Source: an optimization exercise on an open RTL-to-GDS flow (aim: small area, a short achievable clock period and few clock cycles). Production flows keep margins and buffers that such runs may drop.
Where RTL was checked, it was by simulation tests only, not by an equivalence proof against the original.
Function not checked in run 7: the RTL went through the layout flow alone.
Power and IR drop assume default switching activity.

$ cat standard.sh
#!/bin/bash
# synth_recipe.tcl (not shown) runs the flow's synth.tcl, then flattens the netlist and writes it again
# the make line also repeats each setting of config.mk as NAME=value (left out here)
make -C /OpenROAD-flow-scripts/flow DESIGN_CONFIG=/design/flow/config.mk WORK_HOME=/design/flow/orfs CLKGATE_MAP_FILE= SYNTH_SCRIPT=/design/flow/synth_recipe.tcl "${@:-finish}"
$ cat constraint.sdc
create_clock -name core_clock -period 6.0 [get_ports {i_clk}]
set_input_delay 1.2000 -clock core_clock [delete_from_list [all_inputs] [get_ports {i_clk}]]
set_output_delay 1.2000 -clock core_clock [all_outputs]
set_load 0.01 [all_outputs]
$ cat config.mk
export PLATFORM = sky130hd
export DESIGN_NAME = hart_mem_sys
export DESIGN_NICKNAME = hart_mem_sys
export VERILOG_FILES = /design/flow/design.v
export SDC_FILE = /design/flow/constraint.sdc
export NUM_CORES = 4
export LEC_CHECK = 0
export CAP_MARGIN = 20
export CORE_MARGIN = 2
export CORE_UTILIZATION = 25
export PLACE_DENSITY = 0.6
export SETUP_SLACK_MARGIN = 2
export SLEW_MARGIN = 20
$ cat design.v
package hart_mem_pkg;
    typedef logic [32-1:0] word_t;
    typedef logic [4-1:0] byte_mask_t;
    typedef enum logic [1:0] {
        LS_BYTE = 2'd0,
        LS_HALF = 2'd1,
        LS_WORD = 2'd2
    } ls_size_e;
    typedef enum logic [1:0] {
        OWN_NONE   = 2'd0,
        OWN_ICACHE = 2'd1,
        OWN_DCACHE = 2'd2
    } bus_owner_e;
endpackage
`timescale 1ns/1ps
module hart_mem_sys (
    input  logic                   i_clk,
    input  logic                   i_rst_n,
    input  logic [31:0]            i_fetch_addr,
    output logic [31:0]            o_fetch_inst,
    output logic                   o_fetch_busy,
    input  logic                   i_ls_read,
    input  logic                   i_ls_write,
    input  logic [31:0]            i_ls_addr,
    input  logic [31:0]            i_ls_wdata,
    input  logic [1:0]             i_ls_size,
    input  logic                   i_ls_unsigned,
    output logic [31:0]            o_ls_rdata,
    output logic                   o_ls_trap,
    output logic                   o_ls_busy,
    output logic                   o_mem_ren,
    output logic                   o_mem_wen,
    output logic [31:0]            o_mem_addr,
    output logic [31:0]            o_mem_wdata,
    input  logic [31:0]            i_mem_rdata,
    input  logic                   i_mem_valid,
    input  logic                   i_mem_ready
);
    typedef enum logic [1:0] {
        RD_NONE  = 2'd0,
        RD_FETCH = 2'd1,
        RD_LOAD  = 2'd2,
        RD_STORE = 2'd3
    } rd_e;
    rd_e        rd_q, rd_d;
    logic [1:0] off_q;
    logic [1:0] size_q;
    logic       uns_q;
    always_ff @(posedge i_clk) begin
        if (!i_rst_n) rd_q <= RD_NONE;
        else          rd_q <= rd_d;
        off_q  <= i_ls_addr[1:0];
        size_q <= i_ls_size;
        uns_q  <= i_ls_unsigned;
    end
    logic rd_none, rd_f, rd_l, rd_s;
    logic is_byte, is_half, is_word, mis_q;
    assign rd_none = (rd_q == RD_NONE);
    assign rd_f    = (rd_q == RD_FETCH);
    assign rd_l    = (rd_q == RD_LOAD);
    assign rd_s    = (rd_q == RD_STORE);
    assign is_byte = (size_q == 2'd0);
    assign is_half = (size_q == 2'd1);
    assign is_word = size_q[1];
    assign mis_q   = (is_half && off_q[0]) || (is_word && (off_q != 2'b00));
    logic ls_sel, word_store, bus_free;
    assign bus_free   = rd_none || i_mem_valid;
    assign word_store = i_ls_write && i_ls_size[1] && (i_ls_addr[1:0] == 2'b00);
    assign ls_sel     = (i_ls_read || i_ls_write) && !rd_l;
    assign o_mem_wen  = i_mem_ready && ((word_store && bus_free) ||
                                        (rd_s && i_mem_valid && !mis_q));
    assign o_mem_ren  = i_mem_ready && bus_free &&
                        (ls_sel ? (!word_store && !rd_s) : !rd_f);
    assign o_mem_addr = ls_sel ? {i_ls_addr[31:2], 2'b00} : {i_fetch_addr[31:2], 2'b00};
    always_comb begin
        rd_d = rd_q;
        if (i_mem_valid) rd_d = RD_NONE;
        if (o_mem_ren) begin
            if (!ls_sel)         rd_d = RD_FETCH;
            else if (i_ls_write) rd_d = RD_STORE;
            else                 rd_d = RD_LOAD;
        end
    end
    assign o_fetch_inst = i_mem_rdata;
    assign o_fetch_busy = !(rd_f && i_mem_valid);
    assign o_ls_busy = !(o_mem_wen || ((rd_l || (rd_s && mis_q)) && i_mem_valid));
    assign o_ls_trap = mis_q && rd_q[1];
    logic [3:0] mask, sel_old, sel_own, sel_lo, sel_hi;
    always_comb begin
        if (is_byte)      mask = 4'b0001 << off_q;
        else if (is_half) mask = off_q[1] ? 4'b1100 : 4'b0011;
        else              mask = 4'b1111;
    end
    always_comb begin
        sel_old = 4'b0000;
        sel_own = 4'b1111;
        sel_lo  = 4'b0000;
        sel_hi  = 4'b0000;
        if (rd_s) begin
            sel_old = ~mask;
            sel_own = mask & (is_half ? 4'b0011 : 4'b0001);
            sel_lo  = mask & (is_half ? 4'b0100 : 4'b1110);
            sel_hi  = mask & (is_half ? 4'b1000 : 4'b0000);
        end
    end
    always_comb begin
        for (int k = 0; k < 4; k++) begin
            o_mem_wdata[8*k +: 8] = ({8{sel_old[k]}} & i_mem_rdata[8*k +: 8]) |
                                    ({8{sel_own[k]}} & i_ls_wdata[8*k +: 8]) |
                                    ({8{sel_lo[k]}}  & i_ls_wdata[7:0]) |
                                    ({8{sel_hi[k]}}  & i_ls_wdata[15:8]);
        end
    end
    logic [3:0] lo_sel, sign_sel;
    logic       sign;
    assign lo_sel   = 4'b0001 << off_q;
    assign sign_sel = uns_q   ? 4'b0000 :
                      is_byte ? lo_sel :
                      is_half ? (off_q[1] ? 4'b1000 : 4'b0010) : 4'b0000;
    assign sign     = |(sign_sel & {i_mem_rdata[31], i_mem_rdata[23],
                                    i_mem_rdata[15], i_mem_rdata[7]});
    always_comb begin
        o_ls_rdata[7:0]   = ({8{lo_sel[0]}} & i_mem_rdata[7:0]) |
                            ({8{lo_sel[1]}} & i_mem_rdata[15:8]) |
                            ({8{lo_sel[2]}} & i_mem_rdata[23:16]) |
                            ({8{lo_sel[3]}} & i_mem_rdata[31:24]);
        o_ls_rdata[15:8]  = ({8{!is_byte && !off_q[1]}} & i_mem_rdata[15:8]) |
                            ({8{!is_byte &&  off_q[1]}} & i_mem_rdata[31:24]) |
                            ({8{is_byte}} & {8{sign}});
        o_ls_rdata[31:16] = is_word ? i_mem_rdata[31:16] : {16{sign}};
    end
endmodule
$ cat flow/run.sh
#!/bin/bash
set -euo pipefail
export BUFFER_PORTS_ARGS="-buffer_cell sky130_fd_sc_hd__buf_1"
bash standard.sh MATCH_CELL_FOOTPRINT=0 finish > standard_flow.log 2>&1
==> metrics.json, run 1 <==
{
  "first_global_vias": 2538,
  "post-route-drc-count": 0,
  "totalWireLength_um": 9930,
  "tmin_final_ns": 3.80,
  "wl_per_cell_um": 16.6,
  "critical_path.slowest_cell": "sky130_fd_sc_hd__a31oi_2",
  "cpPeakStageDelay_ns": 0.65,
  "root_buffer": "sky130_fd_sc_hd__clkbuf_8",
  "setup_viols_final": 0,
  "postCtsSetupBuffers": 0,
  "power.switching_uw": 176,
  "routed_via_density": 4.98,
  "place.detailed.instances": 595,
  "worst_ir_drop_vdd_uv": 91.0,
  "placedInstanceArea_um2": 2900,
  "drive_gt1_share_pct": 11.3,
  "finalWeightedCongestion": 0.776,
  "placement.io_buffers": 265,
  "synth_top_family_by_area": "compound AO/OA/AOI/OAI gates",
  "synth_xor_xnor_area_share_pct": 0,
  "report.power.total_uw": 378,
  "min-delay-path-class": "flip-flop to flip-flop",
  "die-area_um2": 9090,
  "gr-total-overflow": 0,
  "postSynth.topFlopCell": "sky130_fd_sc_hd__dfxtp_1",
  "die_h_um": 95.3,
  "share_clk_of_total_power_pct": 17.2,
  "synth_top_cell_by_area": "sky130_fd_sc_hd__mux2_2",
  "holdBufCountCts": 0,
  "die_w_um": 95.3,
  "detailedRoute.firstIterationViolations": 123,
  "synth_area_um2": 2090,
  "unrepaired_setup_endpoints_after_global_routing": "false",
  "gr-usage-all-layers_pct": 19.3,
  "antenna_violations_before_repair": 0,
  "synth-edff-count": 0,
  "fmax_ghz": 0.263,
  "drt-pass1-iter-count": 4,
  "drv.max_cap_violation_count": 0,
  "grt_pass1_wl_um": 13200,
  "slew_headroom_pct": 35.2,
  "cts_tree": "yes",
  "synth_compound_gate_area_share_pct": 31.3,
  "synth-warning-count": 1,
  "power_switching_share_pct": 46.5,
  "crit_path_cell_trace": "buf_1 > mux2i_1 > o21ai_1 > a31oi_2 > a21oi_1 > buf_1",
  "netlist.area_leader.share_pct": 20.5,
  "floorplan.rows": 33,
  "final.setup.tns_ns": 0,
  "ioPinCount": 270,
  "nets_final": 632,
  "power.combinational.fraction_pct": 66.8,
  "multiplexer_share_of_the_synthesized_area_pct": 25.3,
  "synth.lib_cells_used.distinct": 42,
  "cts_num_sinks": 7,
  "timing_worst_setup_path_type": "input pin to output port",
  "max_transition_viols_final": 0,
  "numCtsBuffers": 3,
  "estimated_wirelength_of_the_detail_placed_design_um": 7710,
  "required_worst_endpoint_ns": 4.80,
  "yosys_register_bits": 7,
  "finalHoldViolations": 0,
  "post-route-cell-area_um2": 2950,
  "post_synth_inst_count": 272,
  "p_int_uw": 202,
  "postSynthAreaPerCell_um2": 7.67,
  "flow.area_growth_from_synthesis_pct": 41.4,
  "clk-insertion-delay-late_ns": 0.23,
  "antennaDiodeCount": 0,
  "cp_common_cell": "sky130_fd_sc_hd__buf_1",
  "clock-skew-final_ns": 0.00000630,
  "layoutNonFillerInstCount": 599,
  "timing.critical_path.fanout_max": 8,
  "fin_util_pct": 36.3,
  "tightestPinTransition_ns": 0.968,
  "power.static_leakage_uw": 0.00112,
  "setup.worst_path.start_class": "input pin",
  "whs_path_depth": 3,
  "timing.final.crit_share_pct": 63.3,
  "detailroute.via_count": 2983,
  "arrival_ns": 2.60,
  "postRouteAntennaNets": 0,
  "grt_start_max_net_pins": 32,
  "cts-resized-gates": 0,
  "synth_adder_area_share_pct": 0,
  "fp.coreArea_um2": 8130,
  "start_util_pct": 25.6,
  "worstSetupEndpointType": "output port",
  "worstRegToRegCells": 3,
  "synth_sequential_area_ratio_pct": 6.72,
  "yosys.area_share.simple_pct": 19.3,
  "ys_top_cells_by_area": "sky130_fd_sc_hd__mux2_2 21%, sky130_fd_sc_hd__buf_4 13%, sky130_fd_sc_hd__a221o_1 7.7%",
  "cts.clk_slew.worst_paths_ns": 0.04,
  "run_status": "finished clean",
  "power_per_cell_area_nw_per_um2": 128,
  "power_frac_seq_pct": 16.0,
  "synth-async-reset-ratio_pct": 0,
  "h-tree-depth": 1,
  "clock_path_buffers": 2
}
==> worst max-delay path, delay by kind of cell <==
| family | cells | cell delay [ns] |
|---|---|---|
| compound gates | 3 | 0.90 |
| buf+inv | 2 | 0.27 |
| mux | 1 | 0.23 |
==> power by group through the flow <==
| stage | clock, uW | sequential, uW | combinational (uW) |
|---|---|---|---|
| floorplan | 0 | 53.2 | 166 |
| global placement | 0 | 60.4 | 251 |
| detailed placement | 0 | 60.6 | 252 |
| CTS | 65.9 | 60.0 | 254 |
| global route | 70.7 | 60.6 | 276 |
| finish | 65.2 | 60.3 | 253 |
==> per-stage QoR <==
| step | hold slack (ns) | setup WS [ns] |
|---|---|---|
| floorplan | 0.618 | 2.65 |
| global placement | 0.678 | 2.24 |
| detailed placement | 0.678 | 2.22 |
| CTS | 0.692 | 2.13 |
| global route | 0.725 | 2.08 |
| finish | 0.696 | 2.20 |
==> layer usage <==
| metal | wire length [um] | share of wire [%] | track usage [%] |
|---|---|---|---|
| met5 | 0 | 0 | 0 |
| met4 | 57 | 0.57 | 3.14 |
| met3 | 820 | 8.3 | 2.61 |
| met2 | 5260 | 53 | 37.6 |
| met1 | 3790 | 38 | 22.4 |
==> cell type report <==
type | instances | area (um^2)
fillers | 919 | 5180
multi-input cells | 211 | 1600
clock buffers | 4 | 45.0
flip-flops and latches | 7 | 141
inverters | 5 | 18.8
repair buffers | 267 | 1010
well taps | 105 | 131
==> cells in the mapped netlist, types with 2 or more instances <==
cell,count
sky130_fd_sc_hd__nand2b_1,3
sky130_fd_sc_hd__a211oi_1,7
sky130_fd_sc_hd__a221o_1,16
sky130_fd_sc_hd__nor2b_1,16
sky130_fd_sc_hd__buf_4,35
sky130_fd_sc_hd__a31oi_2,2
sky130_fd_sc_hd__a21o_1,8
sky130_fd_sc_hd__mux2_2,38
sky130_fd_sc_hd__nand3_1,2
sky130_fd_sc_hd__o21a_1,2
sky130_fd_sc_hd__clkbuf_1,3
sky130_fd_sc_hd__nor2_1,9
sky130_fd_sc_hd__nand2_1,37
sky130_fd_sc_hd__buf_2,10
sky130_fd_sc_hd__o211ai_1,2
sky130_fd_sc_hd__a21oi_1,19
sky130_fd_sc_hd__a22o_1,17
sky130_fd_sc_hd__nor2_2,2
sky130_fd_sc_hd__o21ai_0,2
sky130_fd_sc_hd__dfxtp_1,7
sky130_fd_sc_hd__inv_1,4
sky130_fd_sc_hd__and2_1,2
sky130_fd_sc_hd__mux2i_1,10
==> sequential cells by signal (all words and copies together) (netlist names) <==
signal and flops:
rd_q 2, off_q 2, uns_q 1, size_q 2
==> cell families (layout without fill, tap and decap cells) <==
family	Yosys count	count (layout)
other	1	2
flip-flops	7	7
buffers and inverters	55	276
AO/OA/AOI/OAI	83	83
multiplexers	48	48
AND/OR/NAND/NOR	78	78
==> placed cells by master (no fill, tap or decap), types with 2 or more instances in the layout <==
master and instances:
sky130_fd_sc_hd__a211oi_1 7, sky130_fd_sc_hd__a21o_1 8, sky130_fd_sc_hd__a21oi_1 18, sky130_fd_sc_hd__a221o_1 16, sky130_fd_sc_hd__a22o_1 17, sky130_fd_sc_hd__a31oi_2 2, sky130_fd_sc_hd__and2_1 2, sky130_fd_sc_hd__buf_1 265
sky130_fd_sc_hd__buf_4 2, sky130_fd_sc_hd__clkbuf_8 3, sky130_fd_sc_hd__conb_1 2, sky130_fd_sc_hd__dfxtp_1 6, sky130_fd_sc_hd__inv_1 4, sky130_fd_sc_hd__mux2_2 38, sky130_fd_sc_hd__mux2i_1 10, sky130_fd_sc_hd__nand2_1 37
sky130_fd_sc_hd__nand2b_1 3, sky130_fd_sc_hd__nand3_1 2, sky130_fd_sc_hd__nor2_1 9, sky130_fd_sc_hd__nor2_2 2, sky130_fd_sc_hd__nor2b_1 16, sky130_fd_sc_hd__o211ai_1 2, sky130_fd_sc_hd__o21a_1 2, sky130_fd_sc_hd__o21ai_0 2
==> final timing paths <==
kind	startpoint	endpoint	slack, ns
worst max-delay path	i_mem_rdata[31]	o_ls_rdata[14]	2.20
worst min-delay path	rd_q[0]$_SDFFE_PN0P_	rd_q[1]$_SDFFE_PN0P_	0.70
worst max register to register	rd_q[1]$_SDFFE_PN0P_	rd_q[0]$_SDFFE_PN0P_	4.70
worst min register to register	rd_q[0]$_SDFFE_PN0P_	rd_q[1]$_SDFFE_PN0P_	0.70
Testbench counts, summed over its fixed seeds: cycles 137,032.
==> run 2, diff against run 1 <==
--- a/config.mk
+++ b/config.mk
@@ -9,5 +9,5 @@
 export CORE_MARGIN = 2
 export CORE_UTILIZATION = 25
 export PLACE_DENSITY = 0.6
-export SETUP_SLACK_MARGIN = 2
+export SETUP_SLACK_MARGIN = 2.6
 export SLEW_MARGIN = 20
==> metrics.json, run 2 <==
{
  "synth-async-reset-ratio": {"value": 0, "unit": "%", "change": "unchanged"},
  "floorplan.rows": {"value": 33, "change": "unchanged"},
  "estimated_wirelength_of_the_detail_placed_design": {"value": 7710, "unit": "um", "change": "unchanged"},
  "h-tree-depth": {"value": 1, "change": "unchanged"},
  "postSynthAreaPerCell": {"value": 7.67, "unit": "um^2", "change": "unchanged"},
  "timing.critical_path.fanout_max": {"value": 3, "change": "-5"},
  "synth_sequential_area_ratio": {"value": 6.72, "unit": "%", "change": "unchanged"},
  "root_buffer": "sky130_fd_sc_hd__clkbuf_8",
  "start_util": {"value": 25.6, "unit": "%", "change": "unchanged"},
  "synth-warning-count": {"value": 1, "change": "unchanged"},
  "drt-pass1-iter-count": {"value": 4, "change": "unchanged"},
  "post_synth_inst_count": {"value": 272, "change": "unchanged"},
  "gr-total-overflow": {"value": 0, "change": "unchanged"},
  "clock-skew-final": {"value": 0.0000185, "unit": "ns", "change": "+0.0000122 ns"},
  "fmax": {"value": 0.283, "unit": "GHz", "change": "+7.7%"},
  "timing_worst_setup_path_type": "input pin to output port",
  "antenna_violations_before_repair": {"value": 0, "change": "unchanged"},
  "gr-usage-all-layers": {"value": 20.6, "unit": "%", "change": "+1.3 points"},
  "ys_top_cells_by_area": "sky130_fd_sc_hd__mux2_2 21%, sky130_fd_sc_hd__buf_4 13%, sky130_fd_sc_hd__a221o_1 7.7%",
  "clock_path_buffers": {"value": 2, "change": "unchanged"},
  "cts_tree": "yes",
  "place_ws": {"value": 2.22, "unit": "ns", "change": "unchanged"},
  "tmin_final": {"value": 3.53, "unit": "ns", "change": "-0.272 ns"},
  "drive_gt1_share": {"value": 26.4, "unit": "%", "change": "+15 points"},
  "whs_path_depth": {"value": 2, "change": "-1"},
  "detailedRoute.firstIterationViolations": {"value": 153, "change": "+24%"},
  "routed_via_density": {"value": 5.10, "change": "+2.3%"},
  "synth_most_common_cell": "sky130_fd_sc_hd__mux2_2",
  "holdPathEnd": "rd_q[1]$_SDFFE_PN0P_",
  "worstRegToRegCells": {"value": 5, "change": "+2"},
  "wl_per_cell": {"value": 17.8, "unit": "um", "change": "+7.5%"},
  "setup_viols_final": {"value": 0, "change": "unchanged"},
  "place.detailed.instances": {"value": 595, "change": "unchanged"},
  "antennaDiodeCount": {"value": 0, "change": "unchanged"},
  "max_transition_viols_final": {"value": 0, "change": "unchanged"},
  "worstReg2RegEnd": "rd_q[0]$_SDFFE_PN0P_",
  "worstSetupEndpointType": "output port",
  "flow.area_growth_from_synthesis_pct": 72.9,
  "grt_start_max_net_pins": {"value": 32, "change": "unchanged"},
  "layoutNonFillerInstCount": {"value": 617, "change": "+3.0%"},
  "required_worst_endpoint": {"value": 4.80, "unit": "ns", "change": "about the same"},
  "synth.lib_cells_used.distinct": {"value": 42, "change": "unchanged"},
  "finalHoldViolations": {"value": 0, "change": "unchanged"},
  "r2r_slack": {"value": 4.54, "unit": "ns", "change": "-0.16 ns"},
  "numCtsBuffers": {"value": 3, "change": "unchanged"},
  "power_per_cell_area": {"value": 128, "unit": "nW/um^2", "change": "about the same"},
  "cts.clk_slew.worst_paths": {"value": 0.04, "unit": "ns", "change": "about the same"},
  "yosys_register_bits": {"value": 7, "change": "unchanged"},
  "most_common_cell_after_layout_fill_and_taps_aside": "sky130_fd_sc_hd__buf_1",
  "cts_num_sinks": {"value": 7, "change": "unchanged"},
  "setup_slack": {"value": 2.47, "unit": "ns", "change": "+0.272 ns"},
  "postRouteAntennaNets": {"value": 0, "change": "unchanged"},
  "detailroute.via_count": {"value": 3144, "change": "+5.4%"},
  "power.static_leakage": {"value": 0.00153, "unit": "uW", "change": "+36%"},
  "timing.final.crit_share": {"value": 58.8, "unit": "%", "change": "-4.5 points"},
  "finalWeightedCongestion": {"value": 0.776, "change": "unchanged"},
  "ys_top_cells_by_count": "38 x sky130_fd_sc_hd__mux2_2, 37 x sky130_fd_sc_hd__nand2_1, 35 x sky130_fd_sc_hd__buf_4",
  "run_status": "finished clean",
  "most-common-layout-cells": "222 x sky130_fd_sc_hd__buf_1, 35 x sky130_fd_sc_hd__nand2_1, 34 x sky130_fd_sc_hd__buf_6, 22 x sky130_fd_sc_hd__mux2_2, 17 x sky130_fd_sc_hd__a22o_1",
  "post-route-drc-count": {"value": 0, "change": "unchanged"},
  "synth-edff-count": {"value": 0, "change": "unchanged"},
  "biggestRegsByFlops": "off_q: 2 flops, rd_q: 2 flops, size_q: 2 flops",
  "die-area": {"value": 9090, "unit": "um^2", "change": "unchanged"},
  "grt_pass1_wl": {"value": 14000, "unit": "um", "change": "+6.2%"},
  "postSynth.topFlopCell": "sky130_fd_sc_hd__dfxtp_1",
  "fin_util": {"value": 44.3, "unit": "%", "change": "+8.1 points"},
  "clk-insertion-delay-late": {"value": 0.22, "unit": "ns", "change": "about the same"},
  "tightestPinTransition": {"value": 0.640, "unit": "ns", "change": "-0.328 ns"},
  "worst_ir_drop_vdd": {"value": 94.0, "unit": "uV", "change": "+3.4%"},
  "final.setup.tns": {"value": 0, "unit": "ns", "change": "unchanged"},
  "multi_input_comb_area": {"value": 1780, "unit": "um^2", "change": "+11%"},
  "slew_headroom": {"value": 57.3, "unit": "%", "change": "+22 points"},
  "fp.coreArea": {"value": 8130, "unit": "um^2", "change": "unchanged"},
  "totalWireLength": {"value": 11000, "unit": "um", "change": "+11%"},
  "min-delay-path-class": "flip-flop to flip-flop",
  "holdCritStartpoint": "rd_q[1]$_SDFFE_PN0P_",
  "setup.worst_path.start_class": "input pin",
  "netlist.area_leader.share": {"value": 20.5, "unit": "%", "change": "unchanged"},
  "ioPinCount": {"value": 270, "change": "unchanged"},
  "placement.io_buffers": {"value": 265, "change": "unchanged"},
  "die_h": {"value": 95.3, "unit": "um", "change": "unchanged"},
  "drv.max_cap_violation_count": {"value": 0, "change": "unchanged"},
  "arrival": {"value": 2.33, "unit": "ns", "change": "-0.27 ns"},
  "nets_final": {"value": 650, "change": "+2.8%"},
  "holdBufCountCts": {"value": 0, "change": "unchanged"},
  "filler_cell_count": {"value": 843, "change": "-8.3%"},
  "synth_area": {"value": 2090, "unit": "um^2", "change": "unchanged"},
  "seqCellArea": {"value": 149, "unit": "um^2", "change": "+5.3%"},
  "regToRegStartpoint": "rd_q[0]$_SDFFE_PN0P_",
  "synth_top_cell_by_area": "sky130_fd_sc_hd__mux2_2",
  "unrepaired_setup_endpoints_after_global_routing": "true",
  "first_global_vias": {"value": 2649, "change": "+4.4%"},
  "die_w": {"value": 95.3, "unit": "um", "change": "unchanged"}
}
## run 2: cell counts after synthesis
Identical to the previous run, type by type.
## run 2: how the worst max path moves through the flow
stage / from / end / slack, ns / cells past startpoint
2_1_floorplan: i_ls_addr[0] / o_mem_ren / 2.65 / 4
3_3_place_gp: i_mem_rdata[31] / o_ls_rdata[14] / 2.24 / 6
3_5_place_dp: i_mem_rdata[31] / o_ls_rdata[14] / 2.22 / 6
4_1_cts: i_ls_addr[1] / o_mem_ren / 2.46 / 6
5_1_grt: i_ls_write / o_mem_ren / 2.45 / 6
6_report: i_ls_write / o_mem_ren / 2.47 / 6
## run 2: routing by layer
layer	up-vias	share of wire (%)	GRT usage, %
li1	1458	-	-
met3	12	7.2	2.53
met1	1488	36	22.8
met2	186	55	41.5
met5	-	0	0
met4	0	1.6	3.38
## run 2: area by class of cell
class                   count  share of cell area (%)
well taps                 105                    3.64
clock buffers               4                    1.25
repair buffers            285                    41.1
flip-flops and latches      7                    4.13
multi-input cells         211                    49.4
inverters                   5                   0.520
## run 2: critical path, cell delays in order
cell and delay (ns):
sky130_fd_sc_hd__buf_8 0.10, sky130_fd_sc_hd__and4bb_2 0.23, sky130_fd_sc_hd__or4b_4 0.48, sky130_fd_sc_hd__nand3_2 0.08
sky130_fd_sc_hd__and2_4 0.14, sky130_fd_sc_hd__buf_6 0.09
## run 2: repair_timing
item,CTS,global route
resized for setup,69,114
pin swaps,5,5
cloned,2,1
setup endpoints to repair,90,88
setup buffers,11,4
## run 2: kinds of logic (layout without fill, tap and decap cells)
group	after synthesis	in the layout	share of synthesized area [%]
flops	7	7	6.72
simple gates	78	78	19.3
compound gates	83	83	31.3
buf+inv	55	294	17.2
other cells	1	2	0.180
mux	48	48	25.3
## run 2: power breakdown
group	leakage [uW]	internal, uW	total (uW)	switching (uW)
clock	0.0000228	46.0	66.2	20.3
sequential	0.0000598	49.8	61.5	11.7
combinational	0.00144	168	335	167
## run 2: per-stage QoR
step                cell area [um^2]  total power [uW]  hold WS (ns)
floorplan                       2090               219         0.618
global placement                2900               312         0.678
detailed placement              2900               313         0.678
CTS                             3270               420         0.714
global route                    3610               494         0.671
finish                          3610               463         0.645
==> run 3, diff against run 2 <==
--- a/config.mk
+++ b/config.mk
@@ -11,3 +11,4 @@
 export PLACE_DENSITY = 0.6
 export SETUP_SLACK_MARGIN = 2.6
 export SLEW_MARGIN = 20
+export TNS_END_PERCENT = 0
==> metrics.json, run 3 <==
{
  "run_status": "finished clean",
  "grt_pass1_wl": {"value": 13500, "unit": "um", "change": "-3.4%"},
  "ys_top_cells_by_area": "sky130_fd_sc_hd__mux2_2 21%, sky130_fd_sc_hd__buf_4 13%, sky130_fd_sc_hd__a221o_1 7.7%",
  "timing_worst_setup_path_type": "input pin to output port",
  "h-tree-depth": {"value": 1, "change": "unchanged"},
  "nets_final": {"value": 638, "change": "-1.8%"},
  "setup.worst_path.start_class": "input pin",
  "finalHoldViolations": {"value": 0, "change": "unchanged"},
  "worst_ir_drop_vdd": {"value": 91.6, "unit": "uV", "change": "-2.6%"},
  "regToRegStartpoint": "rd_q[0]$_SDFFE_PN0P_",
  "die_h": {"value": 95.3, "unit": "um", "change": "unchanged"},
  "setup_slack": {"value": 2.42, "unit": "ns", "change": "-0.0470 ns"},
  "postSynthAreaPerCell": {"value": 7.67, "unit": "um^2", "change": "unchanged"},
  "ys_top_cells_by_count": "38 x sky130_fd_sc_hd__mux2_2, 37 x sky130_fd_sc_hd__nand2_1, 35 x sky130_fd_sc_hd__buf_4",
  "arrival": {"value": 2.38, "unit": "ns", "change": "+0.05 ns"},
  "biggestRegsByFlops": "off_q: 2 flops, rd_q: 2 flops, size_q: 2 flops",
  "die_w": {"value": 95.3, "unit": "um", "change": "unchanged"},
  "synth-edff-count": {"value": 0, "change": "unchanged"},
  "gr-total-overflow": {"value": 0, "change": "unchanged"},
  "fp.coreArea": {"value": 8130, "unit": "um^2", "change": "unchanged"},
  "synth_most_common_cell": "sky130_fd_sc_hd__mux2_2",
  "gr-usage-all-layers": {"value": 19.8, "unit": "%", "change": "-0.74 points"},
  "synth_sequential_area_ratio": {"value": 6.72, "unit": "%", "change": "unchanged"},
  "power_switching_share": {"value": 46.1, "unit": "%", "change": "+3.2 points"},
  "tmin_final": {"value": 3.58, "unit": "ns", "change": "+0.0470 ns"},
  "min-delay-path-class": "flip-flop to flip-flop",
  "share_clk_of_total_power": {"value": 16.6, "unit": "%", "change": "+2.3 points"},
  "root_buffer": "sky130_fd_sc_hd__clkbuf_8",
  "fin_util": {"value": 38.1, "unit": "%", "change": "-6.3 points"},
  "ioPinCount": {"value": 270, "change": "unchanged"},
  "drv.max_cap_violation_count": {"value": 0, "change": "unchanged"},
  "worstReg2RegEnd": "rd_q[0]$_SDFFE_PN0P_",
  "placement.io_buffers": {"value": 265, "change": "unchanged"},
  "estimated_wirelength_of_the_detail_placed_design": {"value": 7710, "unit": "um", "change": "unchanged"},
  "power.switching": {"value": 182, "unit": "uW", "change": "-8.5%"},
  "holdCritStartpoint": "rd_q[0]$_SDFFE_PN0P_",
  "required_worst_endpoint": {"value": 4.80, "unit": "ns", "change": "about the same"},
  "worstRegToRegCells": {"value": 5, "change": "unchanged"},
  "cts.clk_slew.worst_paths": {"value": 0.04, "unit": "ns", "change": "about the same"},
  "start_util": {"value": 25.6, "unit": "%", "change": "unchanged"},
  "p_int": {"value": 212, "unit": "uW", "change": "-20%"},
  "place_ws": {"value": 2.22, "unit": "ns", "change": "unchanged"},
  "drt-pass1-iter-count": {"value": 4, "change": "unchanged"},
  "fmax": {"value": 0.280, "unit": "GHz", "change": "-1.3%"},
  "placedInstanceArea": {"value": 2900, "unit": "um^2", "change": "unchanged"},
  "drive_gt1_share": {"value": 15.6, "unit": "%", "change": "-11 points"},
  "antenna_violations_before_repair": {"value": 0, "change": "unchanged"},
  "filler_cell_count": {"value": 904, "change": "+7.2%"},
  "worstSetupEndpointType": "output port",
  "totalWireLength": {"value": 10300, "unit": "um", "change": "-6.3%"},
  "synth-async-reset-ratio": {"value": 0, "unit": "%", "change": "unchanged"},
  "final.setup.tns": {"value": 0, "unit": "ns", "change": "unchanged"},
  "clk-insertion-delay-late": {"value": 0.23, "unit": "ns", "change": "about the same"},
  "post-route-cell-area": {"value": 3100, "unit": "um^2", "change": "-14%"},
  "unrepaired_setup_endpoints_after_global_routing": "true",
  "yosys_register_bits": {"value": 7, "change": "unchanged"},
  "grt_start_max_net_pins": {"value": 32, "change": "unchanged"},
  "finalHoldWorstSlack": {"value": 0.724, "unit": "ns", "change": "+0.0783 ns"},
  "netlist.area_leader.share": {"value": 20.5, "unit": "%", "change": "unchanged"},
  "power_per_cell_area": {"value": 127, "unit": "nW/um^2", "change": "-0.84%"},
  "floorplan.rows": {"value": 33, "change": "unchanged"},
  "most_common_cell_after_layout_fill_and_taps_aside": "sky130_fd_sc_hd__buf_1",
  "detailedRoute.firstIterationViolations": {"value": 166, "change": "+8.5%"},
  "synth_top_cell_by_area": "sky130_fd_sc_hd__mux2_2",
  "power.combinational.fraction": {"value": 67.8, "unit": "%", "change": "-4.6 points"},
  "power_frac_seq": {"value": 15.6, "unit": "%", "change": "+2.3 points"},
  "synth_area": {"value": 2090, "unit": "um^2", "change": "unchanged"},
  "flow.area_growth_from_synthesis_pct": 48.5,
  "post-route-drc-count": {"value": 0, "change": "unchanged"},
  "routed_via_density": {"value": 5.06, "change": "-0.77%"},
  "slew_headroom": {"value": 57.1, "unit": "%", "change": "-0.23 points"},
  "postSynth.topFlopCell": "sky130_fd_sc_hd__dfxtp_1",
  "cts_num_sinks": {"value": 7, "change": "unchanged"},
  "postRouteAntennaNets": {"value": 0, "change": "unchanged"},
  "power.static_leakage": {"value": 0.00119, "unit": "uW", "change": "-22%"},
  "die-area": {"value": 9090, "unit": "um^2", "change": "unchanged"},
  "synth.lib_cells_used.distinct": {"value": 42, "change": "unchanged"},
  "finalWeightedCongestion": {"value": 0.776, "change": "unchanged"},
  "timing.critical_path.fanout_max": {"value": 2, "change": "-1"},
  "timing.final.crit_share": {"value": 59.6, "unit": "%", "change": "+0.78 points"},
  "post_synth_inst_count": {"value": 272, "change": "unchanged"},
  "setup_viols_final": {"value": 0, "change": "unchanged"},
  "most-common-layout-cells": "260 x sky130_fd_sc_hd__buf_1, 38 x sky130_fd_sc_hd__mux2_2, 36 x sky130_fd_sc_hd__nand2_1, 18 x sky130_fd_sc_hd__a21oi_1, 17 x sky130_fd_sc_hd__a22o_1",
  "max_transition_viols_final": {"value": 0, "change": "unchanged"},
  "first_global_vias": {"value": 2591, "change": "-2.2%"},
  "detailroute.via_count": {"value": 3059, "change": "-2.7%"},
  "numCtsBuffers": {"value": 3, "change": "unchanged"},
  "whs_path_depth": {"value": 3, "change": "+1"},
  "holdPathEnd": "rd_q[1]$_SDFFE_PN0P_",
  "r2r_slack": {"value": 4.57, "unit": "ns", "change": "+0.03 ns"},
  "cts_tree": "yes",
  "clock_path_buffers": {"value": 2, "change": "unchanged"},
  "tightestPinTransition": {"value": 0.644, "unit": "ns", "change": "+0.00348 ns"},
  "wl_per_cell": {"value": 17.0, "unit": "um", "change": "-4.4%"},
  "clock-skew-final": {"value": 0.0000129, "unit": "ns", "change": "-0.00000558 ns"},
  "antennaDiodeCount": {"value": 0, "change": "unchanged"},
  "synth-warning-count": {"value": 1, "change": "unchanged"}
}
run 3: cell families after synthesis:
| kind of cell | Yosys count | share of synthesized area (%) |
|---|---|---|
| other | 1 | 0.180 |
| AND/OR/NAND/NOR | 78 | 19.3 |
| flip-flops | 7 | 6.72 |
| multiplexers | 48 | 25.3 |
| buffers and inverters | 55 | 17.2 |
| AO/OA/AOI/OAI | 83 | 31.3 |
run 3: worst max-delay path, cell delays in order:
cell and delay [ns]:
sky130_fd_sc_hd__clkbuf_2 0.10, sky130_fd_sc_hd__and4bb_2 0.24, sky130_fd_sc_hd__or4b_4 0.51, sky130_fd_sc_hd__nand3_2 0.09
sky130_fd_sc_hd__and2_4 0.14, sky130_fd_sc_hd__buf_6 0.09
run 3: metal layers:
metal | GRT usage (%) | up-vias | share of wire [%]
li1 | - | 1433 | -
met1 | 22.5 | 1406 | 36
met2 | 38.9 | 208 | 54
met3 | 2.61 | 12 | 9.0
met4 | 3.99 | 0 | 1.3
met5 | 0 | - | 0
run 3: area by class of cell:
| cell class | instances | area (um^2) | area share, % |
|---|---|---|---|
| inverters | 5 | 18.8 | 0.606 |
| well taps | 105 | 131 | 4.24 |
| repair buffers | 273 | 1100 | 35.5 |
| multi-input cells | 211 | 1660 | 53.6 |
| clock buffers | 4 | 45.0 | 1.45 |
| flip-flops and latches | 7 | 143 | 4.60 |
run 3: how the worst max path moves through the flow:
stage,slack [ns],startpoint,endpoint
after detailed placement,2.22,i_mem_rdata[31],o_ls_rdata[14]
after floorplan,2.65,i_ls_addr[0],o_mem_ren
final,2.42,i_ls_size[1],o_mem_ren
after global routing,2.41,i_ls_write,o_mem_ren
after CTS,2.44,i_ls_addr[1],o_mem_ren
after global placement,2.24,i_mem_rdata[31],o_ls_rdata[14]
run 3: power groups by stage:
| stage | Sequential, uW | Combinational [uW] | Clock (uW) |
|---|---|---|---|
| 2_1_floorplan | 53.2 | 166 | 0 |
| 3_3_place_gp | 60.4 | 251 | 0 |
| 3_5_place_dp | 60.6 | 252 | 0 |
| 4_1_cts | 60.8 | 259 | 65.9 |
| 5_1_grt | 61.8 | 291 | 70.6 |
| 6_report | 61.4 | 267 | 65.4 |
run 3: through the flow:
step	cells	power, uW
final	605	394
after detailed placement	595	313
after global placement	595	312
after global routing	605	424
after floorplan	273	219
after CTS	604	386
run 3: repair_timing:
action	CTS	global route
resized for setup	12	20
pin swaps	4	2
setup buffers	5	1
hold buffers	0	0
endpoints found under the setup margin	90	82
==> run 4, diff against run 3 <==
--- a/config.mk
+++ b/config.mk
@@ -7,8 +7,7 @@
 export LEC_CHECK = 0
 export CAP_MARGIN = 20
 export CORE_MARGIN = 2
-export CORE_UTILIZATION = 25
+export CORE_UTILIZATION = 50
 export PLACE_DENSITY = 0.6
-export SETUP_SLACK_MARGIN = 2.6
+export SETUP_SLACK_MARGIN = 2.3
 export SLEW_MARGIN = 20
-export TNS_END_PERCENT = 0
==> metrics.json, run 4 <==
{
  "run_status": "did not finish",
  "stop_stage": "3_2_place_iop",
  "firstError": "[ERROR PPL-0024] Number of IO pins (270) exceeds maximum number of available positions (240). Increase the die perimeter from 274.34um to 367.20um.",
  "synth_area": {"value": 2090, "unit": "um^2", "change": "unchanged"},
  "synth_compound_gate_area_share": {"value": 31.3, "unit": "%", "change": "unchanged"},
  "ys_top_cells_by_count": "38 x sky130_fd_sc_hd__mux2_2, 37 x sky130_fd_sc_hd__nand2_1, 35 x sky130_fd_sc_hd__buf_4",
  "die_w": {"value": 68.6, "unit": "um", "change": "-28%"},
  "yosys_register_bits": {"value": 7, "change": "unchanged"},
  "post_synth_inst_count": {"value": 272, "change": "unchanged"},
  "synth-edff-count": {"value": 0, "change": "unchanged"},
  "die_h": {"value": 68.6, "unit": "um", "change": "-28%"},
  "synth_xor_xnor_area_share": {"value": 0, "unit": "%", "change": "unchanged"},
  "start_util": {"value": 52.1, "unit": "%", "change": "+27 points"},
  "synth.lib_cells_used.distinct": {"value": 42, "change": "unchanged"},
  "synth_top_family_by_area": "compound AO/OA/AOI/OAI gates",
  "netlist.area_leader.share": {"value": 20.5, "unit": "%", "change": "unchanged"},
  "postSynth.topFlopCell": "sky130_fd_sc_hd__dfxtp_1",
  "yosys.area_share.simple": {"value": 19.3, "unit": "%", "change": "unchanged"},
  "synth-warning-count": {"value": 1, "change": "unchanged"},
  "ys_top_cells_by_area": "sky130_fd_sc_hd__mux2_2 21%, sky130_fd_sc_hd__buf_4 13%, sky130_fd_sc_hd__a221o_1 7.7%",
  "postSynthAreaPerCell": {"value": 7.67, "unit": "um^2", "change": "unchanged"},
  "synth_sequential_area_ratio": {"value": 6.72, "unit": "%", "change": "unchanged"},
  "synth_top_cell_by_area": "sky130_fd_sc_hd__mux2_2",
  "multiplexer_share_of_the_synthesized_area": {"value": 25.3, "unit": "%", "change": "unchanged"},
  "synth_most_common_cell": "sky130_fd_sc_hd__mux2_2",
  "synth_adder_area_share": {"value": 0, "unit": "%", "change": "unchanged"},
  "floorplan.rows": {"value": 23, "change": "-30%"},
  "synth-async-reset-ratio": {"value": 0, "unit": "%", "change": "unchanged"}
}
-- run 4: cells by family after synthesis --
group | after synthesis
AO/OA/AOI/OAI | 83
AND/OR/NAND/NOR | 78
buffers and inverters | 55
multiplexers | 48
flip-flops | 7
other | 1
==> run 5, diff against run 4 <==
--- a/config.mk
+++ b/config.mk
@@ -7,7 +7,7 @@
 export LEC_CHECK = 0
 export CAP_MARGIN = 20
 export CORE_MARGIN = 2
-export CORE_UTILIZATION = 50
+export CORE_UTILIZATION = 35
 export PLACE_DENSITY = 0.6
 export SETUP_SLACK_MARGIN = 2.3
 export SLEW_MARGIN = 20
==> metrics.json, run 5 <==
{
  "drt-pass1-iter-count": 4,
  "first_global_vias": 2556,
  "regToRegStartpoint": "rd_q[1]$_SDFFE_PN0P_",
  "fin_util_pct": 50.0,
  "h-tree-depth": 1,
  "ys_top_cells_by_count": "38 x sky130_fd_sc_hd__mux2_2, 37 x sky130_fd_sc_hd__nand2_1, 35 x sky130_fd_sc_hd__buf_4",
  "die_w": {"value": 81.2, "unit": "um", "change": "+18%"},
  "cts_num_sinks": 7,
  "postSynthAreaPerCell": {"value": 7.67, "unit": "um^2", "change": "unchanged"},
  "estimated_wirelength_of_the_detail_placed_design_um": 8560,
  "synth-warning-count": {"value": 1, "change": "unchanged"},
  "cts.clk_slew.worst_paths_ns": 0.04,
  "tightestPinTransition_ns": 0.789,
  "cp_common_cell": "sky130_fd_sc_hd__buf_1",
  "setup.worst_path.start_class": "input pin",
  "arrival_ns": 2.50,
  "filler_cell_count": 667,
  "setup_viols_final": 0,
  "drv.max_cap_violation_count": 0,
  "grt_pass1_wl_um": 14200,
  "power_per_cell_area_nw_per_um2": 133,
  "run_status": "finished clean",
  "max_transition_viols_final": 0,
  "timing_worst_setup_path_type": "input pin to output port",
  "synth_most_common_cell": "sky130_fd_sc_hd__mux2_2",
  "post_synth_inst_count": {"value": 272, "change": "unchanged"},
  "clk-insertion-delay-late_ns": 0.23,
  "most_common_cell_after_layout_fill_and_taps_aside": "sky130_fd_sc_hd__buf_1",
  "start_util": {"value": 35.7, "unit": "%", "change": "-16 points"},
  "required_worst_endpoint_ns": 4.80,
  "crit_path_cell_trace": "buf_1 > mux2i_1 > o21ai_1 > a31oi_2 > a21oi_1 > buf_1",
  "critical_path.startpoint": "i_mem_rdata[31]",
  "synth.lib_cells_used.distinct": {"value": 42, "change": "unchanged"},
  "timing.final.crit_share_pct": 61.7,
  "synth_area": {"value": 2090, "unit": "um^2", "change": "unchanged"},
  "seqCellArea_um2": 141,
  "cts_tree": "yes",
  "tmin_final_ns": 3.70,
  "nets_final": 633,
  "synth-edff-count": {"value": 0, "change": "unchanged"},
  "die_h": {"value": 81.2, "unit": "um", "change": "+18%"},
  "power.static_leakage_uw": 0.00113,
  "netlist.area_leader.share": {"value": 20.5, "unit": "%", "change": "unchanged"},
  "path_delay_family": "compound AO/OA/AOI/OAI gates",
  "unrepaired_setup_endpoints_after_global_routing": "true",
  "cpPeakStageDelay_ns": 0.47,
  "min-delay-path-class": "flip-flop to flip-flop",
  "gr-usage-all-layers_pct": 28.8,
  "ioPinCount": 270,
  "antenna_violations_before_repair": 0,
  "postSynth.topFlopCell": "sky130_fd_sc_hd__dfxtp_1",
  "synth_sequential_area_ratio": {"value": 6.72, "unit": "%", "change": "unchanged"},
  "numCtsBuffers": 3,
  "drive_gt1_share_pct": 12.1,
  "fp.coreArea_um2": 5850,
  "synth-async-reset-ratio": {"value": 0, "unit": "%", "change": "unchanged"},
  "die-area_um2": 6590,
  "post-route-drc-count": 0,
  "routed_via_density": 5.21,
  "detailroute.via_count": 2968,
  "multi_input_comb_area_um2": 1610,
  "final.setup.tns_ns": 0,
  "synth_top_cell_by_area": "sky130_fd_sc_hd__mux2_2",
  "worstSetupEndpointType": "output port",
  "floorplan.rows": {"value": 28, "change": "+22%"},
  "ys_top_cells_by_area": "sky130_fd_sc_hd__mux2_2 21%, sky130_fd_sc_hd__buf_4 13%, sky130_fd_sc_hd__a221o_1 7.7%",
  "finalHoldViolations": 0,
  "placement.io_buffers": 265,
  "clock-skew-final_ns": 0.0000564,
  "critical_path.slowest_cell": "sky130_fd_sc_hd__a31oi_2",
  "timing.critical_path.buf_inv": 2,
  "grt_start_max_net_pins": 32,
  "detailedRoute.firstIterationViolations": 140,
  "slew_headroom_pct": 47.3,
  "timing.critical_path.fanout_max": 8,
  "wl_per_cell_um": 18.5,
  "fmax_ghz": 0.270,
  "yosys_register_bits": {"value": 7, "change": "unchanged"},
  "root_buffer": "sky130_fd_sc_hd__clkbuf_8",
  "biggestRegsByFlops": "off_q: 2 flops, rd_q: 2 flops, size_q: 2 flops",
  "report.power.total_uw": 389,
  "most-common-layout-cells": "264 x sky130_fd_sc_hd__buf_1, 38 x sky130_fd_sc_hd__mux2_2, 37 x sky130_fd_sc_hd__nand2_1, 18 x sky130_fd_sc_hd__a21oi_1, 17 x sky130_fd_sc_hd__a22o_1",
  "antennaDiodeCount": 0,
  "gr-total-overflow": 0,
  "totalWireLength_um": 10500,
  "place.detailed.instances": 565,
  "layoutNonFillerInstCount": 570,
  "finalWeightedCongestion": 0.937,
  "holdCritStartpoint": "rd_q[0]$_SDFFE_PN0P_",
  "worst_ir_drop_vdd_uv": 78.6,
  "flow.area_growth_from_synthesis_pct": 40.3,
  "clock_path_buffers": 2,
  "postRouteAntennaNets": 0
}
==> run 5: worst paths after layout <==
| check | end | depth (start not counted) | slack (ns) |
|---|---|---|---|
| setup / recovery | o_ls_rdata[8] | 6 | 2.30 |
| hold / removal | rd_q[1]$_SDFFE_PN0P_ | 3 | 0.70 |
| setup reg to reg | rd_q[0]$_SDFFE_PN0P_ | 3 | 4.66 |
| hold reg to reg | rd_q[1]$_SDFFE_PN0P_ | 3 | 0.70 |
==> run 5: stage by stage <==
stage / instance area [um^2] / setup slack [ns] / hold WS (ns)
floorplan: 2090 / 2.65 / 0.618
global placement: 2860 / 2.33 / 0.687
detailed placement: 2860 / 2.32 / 0.685
CTS: 2910 / 2.31 / 0.696
global route: 2930 / 2.21 / 0.759
finish: 2930 / 2.30 / 0.700
==> run 5: cell families (layout without fill, tap and decap cells) <==
logic type	count (synthesis)	after routing	share of synthesized area, %
flops	7	7	6.72
mux	48	48	25.3
compound gates	83	83	31.3
simple gates	78	78	19.3
other cells	1	2	0.180
buf+inv	55	277	17.2
==> run 5: cell type report <==
class	count	area share, %
Tap cell	75	3.21
Clock buffer	4	1.54
Timing Repair Buffer	268	34.9
Sequential cell	7	4.83
Multi-Input combinational cell	211	54.9
Inverter	5	0.641
==> run 5: worst min-delay path: stages (launching register included) <==
cell	delay (ns)
sky130_fd_sc_hd__dfxtp_1	0.37
sky130_fd_sc_hd__nand2b_1	0.12
sky130_fd_sc_hd__a31oi_1	0.08
sky130_fd_sc_hd__nor2_1	0.10
==> run 5: power breakdown <==
| group | switching (uW) | total (uW) | internal [uW] |
|---|---|---|---|
| logic | 155 | 262 | 107 |
| registers | 9.97 | 59.9 | 50.0 |
| clock network | 20.6 | 66.6 | 46.0 |
| total | 185 | 389 | 203 |
==> run 5: what timing repair did <==
action	4_1_cts	5_1_grt
setup endpoints to repair	8	53
resized for setup	1	4
pin swaps	0	2
buffers inserted	0	1
hold buffers	0	0
==> run 5: per-layer routing <==
metal	global-route usage, %	vias to the layer above	routed length (um)
li1	-	1418	-
met1	34.9	1391	4210
met2	53.9	151	5490
met3	4.22	8	680
met4	5.25	0	141
met5	0	-	0
==> run 6, diff against run 5 <==
--- a/config.mk
+++ b/config.mk
@@ -7,7 +7,7 @@
 export LEC_CHECK = 0
 export CAP_MARGIN = 20
 export CORE_MARGIN = 2
-export CORE_UTILIZATION = 35
+export CORE_UTILIZATION = 25
 export PLACE_DENSITY = 0.6
 export SETUP_SLACK_MARGIN = 2.3
 export SLEW_MARGIN = 20
==> metrics.json, run 6 <==
{
  "postRouteAntennaNets": {"value": 0, "change": "unchanged"},
  "synth_sequential_area_ratio": {"value": 6.72, "unit": "%", "change": "unchanged"},
  "detailroute.via_count": {"value": 3000, "change": "+1.1%"},
  "setup_viols_final": {"value": 0, "change": "unchanged"},
  "post_synth_inst_count": {"value": 272, "change": "unchanged"},
  "layoutNonFillerInstCount": {"value": 604, "change": "+6.0%"},
  "required_worst_endpoint": {"value": 4.80, "unit": "ns", "change": "about the same"},
  "nets_final": {"value": 637, "change": "+0.63%"},
  "grt_pass1_wl": {"value": 13300, "unit": "um", "change": "-6.4%"},
  "timing.final.crit_share": {"value": 60.3, "unit": "%", "change": "-1.4 points"},
  "detailedRoute.firstIterationViolations": {"value": 129, "change": "-7.9%"},
  "tmin_final": {"value": 3.62, "unit": "ns", "change": "-0.0834 ns"},
  "cts_num_sinks": {"value": 7, "change": "unchanged"},
  "clock-skew-final": {"value": 0.00000322, "unit": "ns", "change": "-0.0000532 ns"},
  "clock_path_buffers": {"value": 2, "change": "unchanged"},
  "setup.worst_path.start_class": "input pin",
  "netlist.area_leader.share": {"value": 20.5, "unit": "%", "change": "unchanged"},
  "drv.max_cap_violation_count": {"value": 0, "change": "unchanged"},
  "numCtsBuffers": {"value": 3, "change": "unchanged"},
  "synth_most_common_cell": "sky130_fd_sc_hd__mux2_2",
  "cp_common_cell": "sky130_fd_sc_hd__buf_1",
  "die_w": {"value": 95.3, "unit": "um", "change": "+17%"},
  "wl_per_cell": {"value": 16.6, "unit": "um", "change": "-10%"},
  "gr-usage-all-layers": {"value": 19.4, "unit": "%", "change": "-9.4 points"},
  "report.power.total": {"value": 382, "unit": "uW", "change": "-1.8%"},
  "start_util": {"value": 25.6, "unit": "%", "change": "-10 points"},
  "slew_headroom": {"value": 55.8, "unit": "%", "change": "+8.5 points"},
  "max_transition_viols_final": {"value": 0, "change": "unchanged"},
  "yosys_register_bits": {"value": 7, "change": "unchanged"},
  "power.static_leakage": {"value": 0.00116, "unit": "uW", "change": "+3.1%"},
  "routed_via_density": {"value": 4.97, "change": "-4.6%"},
  "flow.area_growth_from_synthesis_pct": 45.0,
  "gr-total-overflow": {"value": 0, "change": "unchanged"},
  "critical_path.startpoint": "i_ls_addr[0]",
  "cpPeakStageDelay": {"value": 0.48, "unit": "ns", "change": "about the same"},
  "synth.lib_cells_used.distinct": {"value": 42, "change": "unchanged"},
  "synth_area": {"value": 2090, "unit": "um^2", "change": "unchanged"},
  "synth-warning-count": {"value": 1, "change": "unchanged"},
  "floorplan.rows": {"value": 33, "change": "+18%"},
  "tightestPinTransition": {"value": 0.663, "unit": "ns", "change": "-0.127 ns"},
  "cts_tree": "yes",
  "postSynth.topFlopCell": "sky130_fd_sc_hd__dfxtp_1",
  "holdCritStartpoint": "rd_q[0]$_SDFFE_PN0P_",
  "synth_top_cell_by_area": "sky130_fd_sc_hd__mux2_2",
  "run_status": "finished clean",
  "drt-pass1-iter-count": {"value": 4, "change": "unchanged"},
  "die_h": {"value": 95.3, "unit": "um", "change": "+17%"},
  "finalHoldViolations": {"value": 0, "change": "unchanged"},
  "critical_path.slowest_cell": "sky130_fd_sc_hd__or4b_1",
  "post-route-drc-count": {"value": 0, "change": "unchanged"},
  "die-area": {"value": 9090, "unit": "um^2", "change": "+38%"},
  "fmax": {"value": 0.276, "unit": "GHz", "change": "+2.3%"},
  "worstSetupEndpointType": "output port",
  "timing.critical_path.fanout_max": {"value": 6, "change": "-2"},
  "final.setup.tns": {"value": 0, "unit": "ns", "change": "unchanged"},
  "drive_gt1_share": {"value": 12.6, "unit": "%", "change": "+0.50 points"},
  "holdBufCountCts": {"value": 0, "change": "unchanged"},
  "crit_path_cell_trace": "buf_1 > and4bb_1 > or4b_1 > nand3_1 > and2_1 > buf_1",
  "finalWeightedCongestion": {"value": 0.776, "change": "-17%"},
  "h-tree-depth": {"value": 1, "change": "unchanged"},
  "ioPinCount": {"value": 270, "change": "unchanged"},
  "totalWireLength": {"value": 10000, "unit": "um", "change": "-5.0%"},
  "biggestRegsByFlops": "off_q: 2 flops, rd_q: 2 flops, size_q: 2 flops",
  "fp.coreArea": {"value": 8130, "unit": "um^2", "change": "+39%"},
  "worst_ir_drop_vdd": {"value": 89.9, "unit": "uV", "change": "+14%"},
  "antennaDiodeCount": {"value": 0, "change": "unchanged"},
  "placement.io_buffers": {"value": 265, "change": "unchanged"},
  "most-common-layout-cells": "265 x sky130_fd_sc_hd__buf_1, 38 x sky130_fd_sc_hd__mux2_2, 37 x sky130_fd_sc_hd__nand2_1, 18 x sky130_fd_sc_hd__a21oi_1, 17 x sky130_fd_sc_hd__a22o_1",
  "ys_top_cells_by_area": "sky130_fd_sc_hd__mux2_2 21%, sky130_fd_sc_hd__buf_4 13%, sky130_fd_sc_hd__a221o_1 7.7%",
  "antenna_violations_before_repair": {"value": 0, "change": "unchanged"},
  "arrival": {"value": 2.42, "unit": "ns", "change": "-0.08 ns"},
  "synth-async-reset-ratio": {"value": 0, "unit": "%", "change": "unchanged"},
  "regToRegStartpoint": "rd_q[1]$_SDFFE_PN0P_",
  "power_per_cell_area": {"value": 126, "unit": "nW/um^2", "change": "-5.0%"},
  "ys_top_cells_by_count": "38 x sky130_fd_sc_hd__mux2_2, 37 x sky130_fd_sc_hd__nand2_1, 35 x sky130_fd_sc_hd__buf_4",
  "timing_worst_setup_path_type": "input pin to output port",
  "cts.clk_slew.worst_paths": {"value": 0.04, "unit": "ns", "change": "about the same"},
  "unrepaired_setup_endpoints_after_global_routing": "false",
  "min-delay-path-class": "flip-flop to flip-flop",
  "root_buffer": "sky130_fd_sc_hd__clkbuf_8",
  "first_global_vias": {"value": 2547, "change": "-0.35%"},
  "synth-edff-count": {"value": 0, "change": "unchanged"},
  "place.detailed.instances": {"value": 595, "change": "+5.3%"},
  "clk-insertion-delay-late": {"value": 0.22, "unit": "ns", "change": "about the same"},
  "postSynthAreaPerCell": {"value": 7.67, "unit": "um^2", "change": "unchanged"},
  "grt_start_max_net_pins": {"value": 32, "change": "unchanged"},
  "most_common_cell_after_layout_fill_and_taps_aside": "sky130_fd_sc_hd__buf_1",
  "estimated_wirelength_of_the_detail_placed_design": {"value": 7710, "unit": "um", "change": "-10%"}
}
[run 6: cell count changes in the layout (fill, tap and decap cells not counted), sizes merged]
cell / previous run / this run
clkbuf: 5 / 4
buf: 267 / 272
[run 6: worst max-delay path, delay by kind of cell]
| family | cells | cell delay, ns |
|---|---|---|
| simple gates | 4 | 0.99 |
| buf+inv | 2 | 0.23 |
[run 6: cell type report]
class	count	area, um^2
clock buffers	4	45.0
fillers	916	5110
inverters	5	18.8
multi-input cells	211	1630
flip-flops and latches	7	143
well taps	105	131
repair buffers	272	1060
[run 6: cell families (layout without fill, tap and decap cells)]
| kind of cell | count (synthesis) | in the layout | share of synthesized area, % |
|---|---|---|---|
| AOI/OAI and AO/OA | 83 | 83 | 31.3 |
| buffers and inverters | 55 | 281 | 17.2 |
| DFF | 7 | 7 | 6.72 |
| muxes | 48 | 48 | 25.3 |
| other | 1 | 2 | 0.180 |
| and+or+nand+nor | 78 | 78 | 19.3 |
[run 6: report_power, final]
part           internal [uW]  switching, uW
clock                   45.8           18.6
sequential              50.1           10.7
combinational            109            148
total                    205            177
[run 6: layer usage]
metal | global-route usage (%) | share of wire [%] | wire length, um
met5 | 0 | 0 | 0
met4 | 3.02 | 0.85 | 85
met3 | 2.53 | 8.3 | 833
met2 | 38.2 | 53 | 5270
met1 | 22.4 | 38 | 3810
[run 6: timing repair]
action | 4_1_cts | 5_1_grt
cloned | 0 | 0
buffers inserted | 2 | 3
resized for setup | 4 | 3
pin swaps | 1 | 2
setup endpoints to repair | 25 | 42
[run 6: per-stage QoR]
step                      util [%]  setup slack [ns]  hold WS (ns)  instance area, um^2
after CTS                     36.6              2.31         0.692                 2980
after global placement        35.6              2.24         0.678                 2900
after detailed placement      35.6              2.22         0.678                 2900
final                         37.2              2.38         0.718                 3020
after global routing          37.2              2.31         0.747                 3020
after floorplan                  -              2.65         0.618                 2090
[run 6: final timing paths]
| kind | to | slack (ns) | cells past startpoint |
|---|---|---|---|
| worst min register to register | rd_q[1]$_SDFFE_PN0P_ | 0.72 | 3 |
| worst min-delay path | rd_q[1]$_SDFFE_PN0P_ | 0.72 | 3 |
| worst max register to register | rd_q[0]$_SDFFE_PN0P_ | 4.68 | 3 |
| worst max-delay path | o_mem_ren | 2.38 | 6 |
==> run 7, diff against run 6 <==
--- a/design.v
+++ b/design.v
@@ -63,14 +63,12 @@
     assign is_half = (size_q == 2'd1);
     assign is_word = size_q[1];
     assign mis_q   = (is_half && off_q[0]) || (is_word && (off_q != 2'b00));
-    logic ls_sel, word_store, bus_free;
-    assign bus_free   = rd_none || i_mem_valid;
+    logic ls_sel, word_store;
     assign word_store = i_ls_write && i_ls_size[1] && (i_ls_addr[1:0] == 2'b00);
     assign ls_sel     = (i_ls_read || i_ls_write) && !rd_l;
-    assign o_mem_wen  = i_mem_ready && ((word_store && bus_free) ||
+    assign o_mem_wen  = i_mem_ready && ((rd_none && word_store) ||
                                         (rd_s && i_mem_valid && !mis_q));
-    assign o_mem_ren  = i_mem_ready && bus_free &&
-                        (ls_sel ? (!word_store && !rd_s) : !rd_f);
+    assign o_mem_ren  = i_mem_ready && ((rd_none && !word_store) || (rd_l && i_mem_valid));
     assign o_mem_addr = ls_sel ? {i_ls_addr[31:2], 2'b00} : {i_fetch_addr[31:2], 2'b00};
     always_comb begin
         rd_d = rd_q;
@@ -111,14 +109,15 @@
                                     ({8{sel_hi[k]}}  & i_ls_wdata[15:8]);
         end
     end
-    logic [3:0] lo_sel, sign_sel;
-    logic       sign;
-    assign lo_sel   = 4'b0001 << off_q;
-    assign sign_sel = uns_q   ? 4'b0000 :
-                      is_byte ? lo_sel :
-                      is_half ? (off_q[1] ? 4'b1000 : 4'b0010) : 4'b0000;
-    assign sign     = |(sign_sel & {i_mem_rdata[31], i_mem_rdata[23],
-                                    i_mem_rdata[15], i_mem_rdata[7]});
+    logic [3:0] lo_sel, sign_b_sel, sign_h_sel;
+    logic       sign_b, sign_bh;
+    assign lo_sel     = 4'b0001 << off_q;
+    assign sign_b_sel = (uns_q || !is_byte) ? 4'b0000 : lo_sel;
+    assign sign_h_sel = (uns_q || !is_half) ? 4'b0000 : (off_q[1] ? 4'b1000 : 4'b0010);
+    assign sign_b     = |(sign_b_sel & {i_mem_rdata[31], i_mem_rdata[23],
+                                        i_mem_rdata[15], i_mem_rdata[7]});
+    assign sign_bh    = |((sign_b_sel | sign_h_sel) & {i_mem_rdata[31], i_mem_rdata[23],
+                                                       i_mem_rdata[15], i_mem_rdata[7]});
     always_comb begin
         o_ls_rdata[7:0]   = ({8{lo_sel[0]}} & i_mem_rdata[7:0]) |
                             ({8{lo_sel[1]}} & i_mem_rdata[15:8]) |
@@ -126,7 +125,7 @@
                             ({8{lo_sel[3]}} & i_mem_rdata[31:24]);
         o_ls_rdata[15:8]  = ({8{!is_byte && !off_q[1]}} & i_mem_rdata[15:8]) |
                             ({8{!is_byte &&  off_q[1]}} & i_mem_rdata[31:24]) |
-                            ({8{is_byte}} & {8{sign}});
-        o_ls_rdata[31:16] = is_word ? i_mem_rdata[31:16] : {16{sign}};
+                            {8{sign_b}};
+        o_ls_rdata[31:16] = ({16{is_word}} & i_mem_rdata[31:16]) | {16{sign_bh}};
     end
 endmodule
==> metrics.json, run 7 <==
{
  "run_status": "finished clean",
  "unrepaired_setup_endpoints_after_global_routing": "false",
  "most-common-layout-cells": "265 x sky130_fd_sc_hd__buf_1, 49 x sky130_fd_sc_hd__nand2_1, 32 x sky130_fd_sc_hd__mux2_2, 16 x sky130_fd_sc_hd__o21ai_0, 16 x sky130_fd_sc_hd__a221o_1",
  "die_h": {"value": 97.7, "unit": "um", "change": "+2.4%"},
  "report.power.total": {"value": 378, "unit": "uW", "change": "-0.99%"},
  "die-area": {"value": 9540, "unit": "um^2", "change": "+4.9%"},
  "netlist.area_leader.share": {"value": 16.4, "unit": "%", "change": "-4.1 points"},
  "seqCellArea": {"value": 141, "unit": "um^2", "change": "-0.88%"},
  "setup_slack": {"value": 2.44, "unit": "ns", "change": "+0.0599 ns"},
  "ys_top_cells_by_area": "sky130_fd_sc_hd__mux2_2 16%, sky130_fd_sc_hd__buf_4 12%, sky130_fd_sc_hd__nand2_1 8.4%",
  "numCtsBuffers": {"value": 3, "change": "unchanged"},
  "min-delay-path-class": "flip-flop to flip-flop",
  "placement.io_buffers": {"value": 265, "change": "unchanged"},
  "timing.final.crit_share": {"value": 59.3, "unit": "%", "change": "-1.0 points"},
  "postRouteAntennaNets": {"value": 0, "change": "unchanged"},
  "setup_viols_final": {"value": 0, "change": "unchanged"},
  "worstSetupEndpointType": "output port",
  "gr-total-overflow": {"value": 0, "change": "unchanged"},
  "filler_cell_count": {"value": 960, "change": "+4.8%"},
  "synth-async-reset-ratio": {"value": 0, "unit": "%", "change": "unchanged"},
  "ys_top_cells_by_count": "49 x sky130_fd_sc_hd__nand2_1, 36 x sky130_fd_sc_hd__buf_4, 32 x sky130_fd_sc_hd__mux2_2",
  "cts.clk_slew.worst_paths": {"value": 0.04, "unit": "ns", "change": "about the same"},
  "detailedRoute.firstIterationViolations": {"value": 106, "change": "-18%"},
  "tightestPinTransition": {"value": 0.771, "unit": "ns", "change": "+0.108 ns"},
  "gr-usage-met2": {"value": 39.6, "unit": "%", "change": "+1.4 points"},
  "tmin_final": {"value": 3.56, "unit": "ns", "change": "-0.0599 ns"},
  "wl_per_cell": {"value": 17.3, "unit": "um", "change": "+4.4%"},
  "ioPinCount": {"value": 270, "change": "unchanged"},
  "drt-pass1-iter-count": {"value": 5, "change": "+1"},
  "synth-edff-count": {"value": 0, "change": "unchanged"},
  "floorplan.rows": {"value": 34, "change": "+3.0%"},
  "totalWireLength": {"value": 10500, "unit": "um", "change": "+4.7%"},
  "clock_path_buffers": {"value": 2, "change": "unchanged"},
  "arrival": {"value": 2.36, "unit": "ns", "change": "-0.06 ns"},
  "routed_via_density": {"value": 4.98, "change": "+0.27%"},
  "synth_sequential_area_ratio": {"value": 6.39, "unit": "%", "change": "-0.33 points"},
  "power_per_cell_area": {"value": 123, "unit": "nW/um^2", "change": "-2.8%"},
  "die_w": {"value": 97.7, "unit": "um", "change": "+2.4%"},
  "cts_num_sinks": {"value": 7, "change": "unchanged"},
  "synth_most_common_cell": "sky130_fd_sc_hd__nand2_1",
  "biggestRegsByFlops": "off_q: 2 flops, rd_q: 2 flops, size_q: 2 flops",
  "globalRoute.busiestLayer": "met2",
  "place_ws": {"value": 2.10, "unit": "ns", "change": "-0.127 ns"},
  "h-tree-depth": {"value": 1, "change": "unchanged"},
  "nets_final": {"value": 635, "change": "-0.31%"},
  "multi_input_comb_area": {"value": 1690, "unit": "um^2", "change": "+3.9%"},
  "gr-usage-met1": {"value": 22.4, "unit": "%", "change": "-0.048 points"},
  "synth_area": {"value": 2190, "unit": "um^2", "change": "+5.2%"},
  "met3_usage": {"value": 1.73, "unit": "%", "change": "-0.80 points"},
  "synth-warning-count": {"value": 1, "change": "unchanged"},
  "grt_pass1_wl": {"value": 15200, "unit": "um", "change": "+15%"},
  "drv.max_cap_violation_count": {"value": 0, "change": "unchanged"},
  "estimated_wirelength_of_the_detail_placed_design": {"value": 8170, "unit": "um", "change": "+6.0%"},
  "postSynth.topFlopCell": "sky130_fd_sc_hd__dfxtp_1",
  "finalHoldViolations": {"value": 0, "change": "unchanged"},
  "flow.area_growth_from_synthesis_pct": 40.4,
  "finalWeightedCongestion": {"value": 0.817, "change": "+5.3%"},
  "clock-skew-final": {"value": 0.0000851, "unit": "ns", "change": "+0.0000819 ns"},
  "setup.worst_path.start_class": "input pin",
  "gr-usage-all-layers": {"value": 20.2, "unit": "%", "change": "+0.78 points"},
  "most_common_cell_after_layout_fill_and_taps_aside": "sky130_fd_sc_hd__buf_1",
  "fin_util": {"value": 35.8, "unit": "%", "change": "-1.3 points"},
  "start_util": {"value": 25.5, "unit": "%", "change": "-0.12 points"},
  "postSynthAreaPerCell": {"value": 8.06, "unit": "um^2", "change": "+5.2%"},
  "fmax": {"value": 0.281, "unit": "GHz", "change": "+1.7%"},
  "drive_gt1_share": {"value": 13.1, "unit": "%", "change": "+0.45 points"},
  "post_synth_inst_count": {"value": 272, "change": "unchanged"},
  "max_transition_viols_final": {"value": 0, "change": "unchanged"},
  "grt_start_max_net_pins": {"value": 31, "change": "-3.1%"},
  "final.setup.tns": {"value": 0, "unit": "ns", "change": "unchanged"},
  "holdBufCountCts": {"value": 0, "change": "unchanged"}
}
run 7: cells by family (layout without fill, tap and decap cells):
family	count (synthesis)	after routing	share of synthesized area, %
AND/OR/NAND/NOR	85	85	18.7
AO/OA/AOI/OAI	67	67	24.8
multiplexers	56	56	32.3
buffers and inverters	56	280	17.7
flip-flops	7	7	6.39
other	1	3	0.171
run 7: final cells by class:
| cell class | count | share of cell area [%] |
|---|---|---|
| antenna | 1 | 0.0812 |
| clock buffer | 4 | 1.46 |
| inverter | 4 | 0.487 |
| multi-input combinational | 210 | 54.9 |
| sequential | 7 | 4.59 |
| tap | 108 | 4.39 |
| timing repair buffer | 272 | 34.1 |
run 7: through the flow:
step	hold WS, ns	area (um^2)	instances
final	0.829	3080	606
after global routing	0.867	3080	606
after CTS	0.785	3060	605
after detailed placement	0.776	2980	597
after global placement	0.758	2980	597
after floorplan	0.713	2200	273
run 7: worst max-delay path, stage by stage:
cell and delay, ns:
sky130_fd_sc_hd__buf_1 0.23, sky130_fd_sc_hd__mux2i_4 0.12, sky130_fd_sc_hd__o31ai_2 0.27, sky130_fd_sc_hd__o31ai_4 0.11
sky130_fd_sc_hd__buf_4 0.20, sky130_fd_sc_hd__nand2_1 0.07, sky130_fd_sc_hd__buf_1 0.16
run 7: final timing paths:
path / from / endpoint / depth (start not counted) / slack (ns)
worst max-delay path: i_mem_rdata[31] / o_ls_rdata[23] / 7 / 2.44
worst min-delay path: rd_q[1]$_SDFFE_PN0P_ / rd_q[1]$_SDFFE_PN0P_ / 2 / 0.83
worst max register to register: rd_q[1]$_SDFFE_PN0P_ / rd_q[1]$_SDFFE_PN0P_ / 3 / 4.58
worst min register to register: rd_q[1]$_SDFFE_PN0P_ / rd_q[1]$_SDFFE_PN0P_ / 2 / 0.83
run 7: what timing repair did:
action,4_1_cts,5_1_grt
buffers inserted,4,0
gates resized for setup,3,4
endpoints found under the hold margin,0,0
pin swaps,1,0
setup endpoints to repair,48,51
run 7: routing by layer:
| metal | up-vias | part of all wire, % |
|---|---|---|
| met1 | 1391 | 36 |
| met4 | 0 | 2.8 |
| met5 | - | 0 |
| met2 | 189 | 55 |
| li1 | 1414 | - |
| met3 | 24 | 7.0 |
run 7: power breakdown:
part | internal, uW | leakage [uW] | switching (uW)
Clock | 45.7 | 0.0000228 | 17.6
Sequential | 49.9 | 0.0000587 | 8.04
Combinational | 109 | 0.00108 | 147
Total | 205 | 0.00116 | 173
